What follows belongs to an exercise in optimizing a design on an open flow for small area; a production flow would make more cautious choices.
Function was checked by simulation only, so behaviour that the tests miss may differ from the original.

==> 03-12: inputs <==
==> flow/design.v <==
module rf_wmux (
    input  logic s,
    input  logic sn,
    input  logic d,
    input  logic q,
    output logic y
);
    assign y = (s & d) | (sn & q);
endmodule
module rf_aoi222 (
    input  logic a0, b0, a1, b1, a2, b2,
    output logic y
);
    assign y = ~((a0 & b0) | (a1 & b1) | (a2 & b2));
endmodule
module rf_nand2 (
    input  logic a, b,
    output logic y
);
    assign y = ~(a & b);
endmodule
module rf_nand11 (
    input  logic [10:0] a,
    output logic        y
);
    assign y = ~(&a);
endmodule
module rf_rdbit (
    input  logic [30:0] sel,
    input  logic [30:0] d,
    output logic        y
);
    logic [10:0] t;
    for (genvar g = 0; g < 10; g++) begin : g_t
        rf_aoi222 u (.a0(sel[3*g]), .b0(d[3*g]), .a1(sel[3*g+1]), .b1(d[3*g+1]),
                     .a2(sel[3*g+2]), .b2(d[3*g+2]), .y(t[g]));
    end
    rf_nand2 u_last (.a(sel[30]), .b(d[30]), .y(t[10]));
    rf_nand11 u_or (.a(t), .y(y));
endmodule
module register_file_sb #(
    parameter int XLEN     = 32,
    parameter int NREG     = 32,
    parameter int NRD      = 2,
    parameter int BYPASS   = 1,
    parameter int ZERO_REG = 1,
    parameter int AW       = $clog2(NREG)
) (
    input  logic                 i_clk,
    input  logic                 i_rst_n,
    input  logic                 i_reg_write,
    input  logic [AW-1:0]        i_addr_des,
    input  logic [XLEN-1:0]      i_data,
    input  logic [NRD*AW-1:0]    i_raddr,
    output logic [NRD*XLEN-1:0]  o_rdata,
    output logic [NRD-1:0]       o_rbusy,
    input  logic                 i_issue_valid,
    input  logic [AW-1:0]        i_issue_rd,
    output logic                 o_waw,
    input  logic                 i_flush,
    output logic                 o_pending
);
    logic [XLEN-1:0] regs [1:NREG-1];
    logic [XLEN-1:0] regs_d [1:NREG-1];
    logic [NREG-1:0] valid;
    logic [NREG-1:0] valid_d;
    logic [NREG-1:0] busy;
    logic [NREG-1:0] busy_nxt;
    logic [NREG-1:0] wsel;
    logic [NREG-1:0] wsel_n;
    always_comb begin
        for (int r = 0; r < NREG; r++)
            wsel[r] = i_reg_write && (i_addr_des == r) && (r != 0);
        wsel_n  = ~wsel;
        valid_d = (valid | wsel) & ~32'b1;
    end
    always_comb begin
        busy_nxt = busy;
        if (i_flush) begin
            busy_nxt = '0;
        end else begin
            if (i_reg_write)
                busy_nxt[i_addr_des] = 1'b0;
            if (i_issue_valid)
                busy_nxt[i_issue_rd] = 1'b1;
        end
        busy_nxt[0] = 1'b0;
    end
    always_ff @(posedge i_clk or negedge i_rst_n) begin
        if (!i_rst_n) begin
            valid <= '0;
            busy  <= '0;
        end else begin
            valid <= valid_d;
            busy  <= busy_nxt;
        end
    end
    for (genvar r = 1; r < NREG; r++) begin : g_reg
        for (genvar b = 0; b < XLEN; b++) begin : g_bit
            rf_wmux u_wm (.s(wsel[r]), .sn(wsel_n[r]), .d(i_data[b]),
                          .q(regs[r][b]), .y(regs_d[r][b]));
        end
        always_ff @(posedge i_clk)
            regs[r] <= regs_d[r];
    end
    for (genvar k = 0; k < NRD; k++) begin : g_rd
        logic [AW-1:0] ra;
        logic          hit;
        logic          zr;
        logic [30:0]   sel;
        assign ra  = i_raddr[k*AW +: AW];
        assign hit = i_reg_write && (i_addr_des == ra);
        assign zr  = (ra == '0);
        for (genvar r = 1; r < NREG; r++) begin : g_sel
            assign sel[r-1] = i_rst_n && (ra == r) && valid_d[r];
        end
        for (genvar b = 0; b < XLEN; b++) begin : g_bit
            logic [30:0] dv;
            for (genvar r = 1; r < NREG; r++) begin : g_dv
                assign dv[r-1] = regs_d[r][b];
            end
            rf_rdbit u_rb (.sel(sel), .d(dv), .y(o_rdata[k*XLEN + b]));
        end
        assign o_rbusy[k] = busy[ra] && !hit && !zr;
    end
    assign o_waw     = i_issue_valid && busy[i_issue_rd] &&
                       !(i_reg_write && (i_addr_des == i_issue_rd)) &&
                       (i_issue_rd != '0);
    assign o_pending = |busy;
endmodule
==> flow/run.sh <==
#!/bin/bash
# synth_recipe.tcl (not shown) runs the flow's synth.tcl, then flattens the netlist and writes it again
# the make line also repeats each setting of config.mk as NAME=value (left out here)
make -C /OpenROAD-flow-scripts/flow DESIGN_CONFIG=/design/flow/config.mk WORK_HOME=/design/flow/orfs CLKGATE_MAP_FILE= SYNTH_SCRIPT=/design/flow/synth_recipe.tcl finish
==> flow/config.mk <==
export PLATFORM = sky130hd
export DESIGN_NAME = register_file_sb
export DESIGN_NICKNAME = register_file_sb
export VERILOG_FILES = /design/flow/design.v
export SDC_FILE = /design/flow/constraint.sdc
export NUM_CORES = 4
export LEC_CHECK = 0
export CAP_MARGIN = 20
export CORE_MARGIN = 2
export CORE_UTILIZATION = 65
export CTS_BUF_LIST = sky130_fd_sc_hd__clkbuf_16
export CTS_CLUSTER_DIAMETER = 100
export CTS_CLUSTER_SIZE = 30
export SLEW_MARGIN = 20
export SYNTH_HIERARCHICAL = 1
==> flow/constraint.sdc <==
create_clock -name core_clock -period 7.0 [get_ports {i_clk}]
set_input_delay 1.4000 -clock core_clock [delete_from_list [all_inputs] [get_ports {i_clk}]]
set_output_delay 1.4000 -clock core_clock [all_outputs]
set_load 0.01 [all_outputs]
==> 03-04 (differences from 03-12) <==
==> flow/design.v, changed modules only <==
module register_file_sb #(
    parameter int XLEN     = 32,
    parameter int NREG     = 32,
    parameter int NRD      = 2,
    parameter int BYPASS   = 1,
    parameter int ZERO_REG = 1,
    parameter int AW       = $clog2(NREG)
) (
    input  logic                 i_clk,
    input  logic                 i_rst_n,
    input  logic                 i_reg_write,
    input  logic [AW-1:0]        i_addr_des,
    input  logic [XLEN-1:0]      i_data,
    input  logic [NRD*AW-1:0]    i_raddr,
    output logic [NRD*XLEN-1:0]  o_rdata,
    output logic [NRD-1:0]       o_rbusy,
    input  logic                 i_issue_valid,
    input  logic [AW-1:0]        i_issue_rd,
    output logic                 o_waw,
    input  logic                 i_flush,
    output logic                 o_pending
);
    logic [XLEN-1:0]     regs [NREG];
    logic [NREG-1:0]     busy;
    logic [NREG-1:0]     busy_nxt;
    logic                write_en;
    logic [NRD*XLEN-1:0] rdata_c;
    logic [NRD-1:0]      rbusy_c;
    assign write_en = i_reg_write &&
                      !((ZERO_REG != 0) && (i_addr_des == '0));
    always_comb begin
        busy_nxt = busy;
        if (i_flush) begin
            busy_nxt = '0;
        end else begin
            if (i_reg_write)
                busy_nxt[i_addr_des] = 1'b0;
            if (i_issue_valid)
                busy_nxt[i_issue_rd] = 1'b1;
        end
        if (ZERO_REG != 0)
            busy_nxt[0] = 1'b0;
    end
    always_ff @(posedge i_clk or negedge i_rst_n) begin
        if (!i_rst_n) begin
            for (int r = 0; r < NREG; r++)
                regs[r] <= '0;
            busy <= '0;
        end else begin
            if (write_en)
                regs[i_addr_des] <= i_data;
            busy <= busy_nxt;
        end
    end
    always_comb begin
        rdata_c = '0;
        rbusy_c = '0;
        for (int k = 0; k < NRD; k++) begin : rd_port
            logic [AW-1:0] ra;
            logic          hit;
            logic          zr;
            ra  = i_raddr[k*AW +: AW];
            hit = (BYPASS != 0) && i_reg_write && (i_addr_des == ra);
            zr  = (ZERO_REG != 0) && (ra == '0);
            if (!i_rst_n || zr)
                rdata_c[k*XLEN +: XLEN] = '0;
            else if (hit)
                rdata_c[k*XLEN +: XLEN] = i_data;
            else
                rdata_c[k*XLEN +: XLEN] = regs[ra];
            rbusy_c[k] = busy[ra] && !hit && !zr;
        end
    end
    assign o_rdata   = rdata_c;
    assign o_rbusy   = rbusy_c;
    assign o_waw     = i_issue_valid && busy[i_issue_rd] &&
                       !(i_reg_write && (i_addr_des == i_issue_rd)) &&
                       !((ZERO_REG != 0) && (i_issue_rd == '0));
    assign o_pending = |busy;
endmodule
// module rf_wmux removed
// module rf_aoi222 removed
// module rf_nand2 removed
// module rf_nand11 removed
// module rf_rdbit removed
--- a/flow/config.mk
+++ b/flow/config.mk
@@ -9,7 +9,3 @@
 export CORE_MARGIN = 2
-export CORE_UTILIZATION = 65
-export CTS_BUF_LIST = sky130_fd_sc_hd__clkbuf_16
-export CTS_CLUSTER_DIAMETER = 100
-export CTS_CLUSTER_SIZE = 30
+export CORE_UTILIZATION = 40
 export SLEW_MARGIN = 20
-export SYNTH_HIERARCHICAL = 1
==> 03-07 (differences from 03-12) <==
==> flow/flow/run.sh (new file) <==
#!/bin/bash
# The standard layout (standard.sh), with two changes:
#  - port buffers use buf_1 instead of the flow's default pick (a delay cell);
#  - CTS clusters up to 20 sinks (60 um across) per clkbuf_16 and inserts no dummy loads.
# Everything each tool prints goes to standard.log here; ORFS's per-step
# logs stay under orfs/logs.
set -euo pipefail
export BUFFER_PORTS_ARGS="-buffer_cell sky130_fd_sc_hd__buf_1"
export CTS_ARGS="-sink_clustering_enable -repair_clock_nets -sink_clustering_size 20 -sink_clustering_max_diameter 60 -buf_list sky130_fd_sc_hd__clkbuf_16 -dont_use_dummy_load"
bash standard.sh > standard.log 2>&1
==> flow/standard.sh (new file) <==
#!/bin/bash
# synth_recipe.tcl (not shown) runs the flow's synth.tcl, then flattens the netlist and writes it again
# the make line also repeats each setting of config.mk as NAME=value (left out here)
make -C /OpenROAD-flow-scripts/flow DESIGN_CONFIG=/design/flow/config.mk WORK_HOME=/design/flow/orfs CLKGATE_MAP_FILE= SYNTH_SCRIPT=/design/flow/synth_recipe.tcl "${@:-finish}"
--- a/flow/config.mk
+++ b/flow/config.mk
@@ -10,5 +10,3 @@
 export CORE_UTILIZATION = 65
-export CTS_BUF_LIST = sky130_fd_sc_hd__clkbuf_16
-export CTS_CLUSTER_DIAMETER = 100
-export CTS_CLUSTER_SIZE = 30
+export SETUP_SLACK_MARGIN = 0.4
 export SLEW_MARGIN = 20
removed: flow/run.sh
==> impl_metrics.toml <==
[status]
status = "complete, no violations"

[sta]
timing.final.ws_setup_ns = 0.281
setup_viol = 0

[route]
wl_met2_um = 74600
drt-met1-wl_um = 60700

[finish]
nNetsFinal = 3950
layout_common_cells = "992 x a22o_1, 992 x dfxtp_1, 640 x a222oi_1, 199 x buf_4, 131 x nand4_1"
multi_input_cells = 2361

[logic_synthesis]
synth.yosys.seq_area_share_pct = 51.8

[grt]
grt_pass1_wl_um = 276000
[end of results for 03-07]
==> impl_metrics.toml <==
[status]
status = "complete, no violations"

[grt]
grt_pass1_wl_um = 426000
grt_pass1_vias = 48800
antenna_found_initial = 35

[die]
initial_utilization_pct = 40.2

[sta]
setup_viol = 0
slew_violations = 0
timing.final.ws_setup_ns = 0.282

[logic_synthesis]
synth.yosys.seq_area_share_pct = 47.2

[finish]
nNetsFinal = 4948
layout_common_cells = "1023 x dfrtp_1, 1021 x mux2_2, 602 x a22oi_1, 310 x buf_4, 232 x nand2_1"
inv_count = 17

[route]
dr.max_layer_used = "met5"
drt-met1-wl_um = 113000
wl_met2_um = 123000

[worst_setup_path]
rrSetupSlack_ns = 6.05

[placed_design]
port-buffer-count = 124

[power_and_ir_drop]
power.internal_uw = 12100
[end of results for 03-04]
==> impl_metrics.toml <==
[power_and_ir_drop]
ir_drop_mv = 0.244
maxPowerGroup = "sequential cells"
seq_power_uw = 7500

[status]
check.faults = "negative setup slack"
status = "failed layout checks"

[sta]
setup_viol = 8
timing.final.ws_setup_ns = -0.301
hold_violations = 0

[route]
drt-met1-wl_um = 59300
drt-total-wl_um = 197000
wl_met2_um = 76600

[logic_synthesis]
yosysUniqueCellTypes = 50
synth.yosys.seq_area_share_pct = 51.8
ys.flop_type = "dfxtp_1"

[finish]
nNetsFinal = 4000
multi_input_cells = 2361

[die]
ios = 125

[placed_design]
port-buffer-count = 124
[end of results for 03-12]

-- static timing again, ports no longer ideal --
The results above use ideal ports. As a check the final layouts listed here were re-extracted and re-timed, cells and wires unchanged.
Step 1 assumes that a clkbuf_16 drives the clock port and a buf_2 every other input.
Step 2 moves the port delays by t, midway between the first and last clock arrival at a register: inputs arrive t later, outputs are due t later. That takes back most of the time a late clock gives input paths.
a / b / c = ideal ports / drivers / drivers and shift; a / b = the first two.
run	t, ns	slack for setup (ns)	cell pins on the clock port's net
03-12	0.722	-0.301 / -0.329 / -0.329	1
03-04	0.897	0.282 / 0.150 / 0.150	1
03-07	0.697	0.281 / 0.256 / 0.256	1
For 03-04, which loses most, drivers alone change the setup slack by -0.132 ns; drivers and shift together by -0.132 ns.
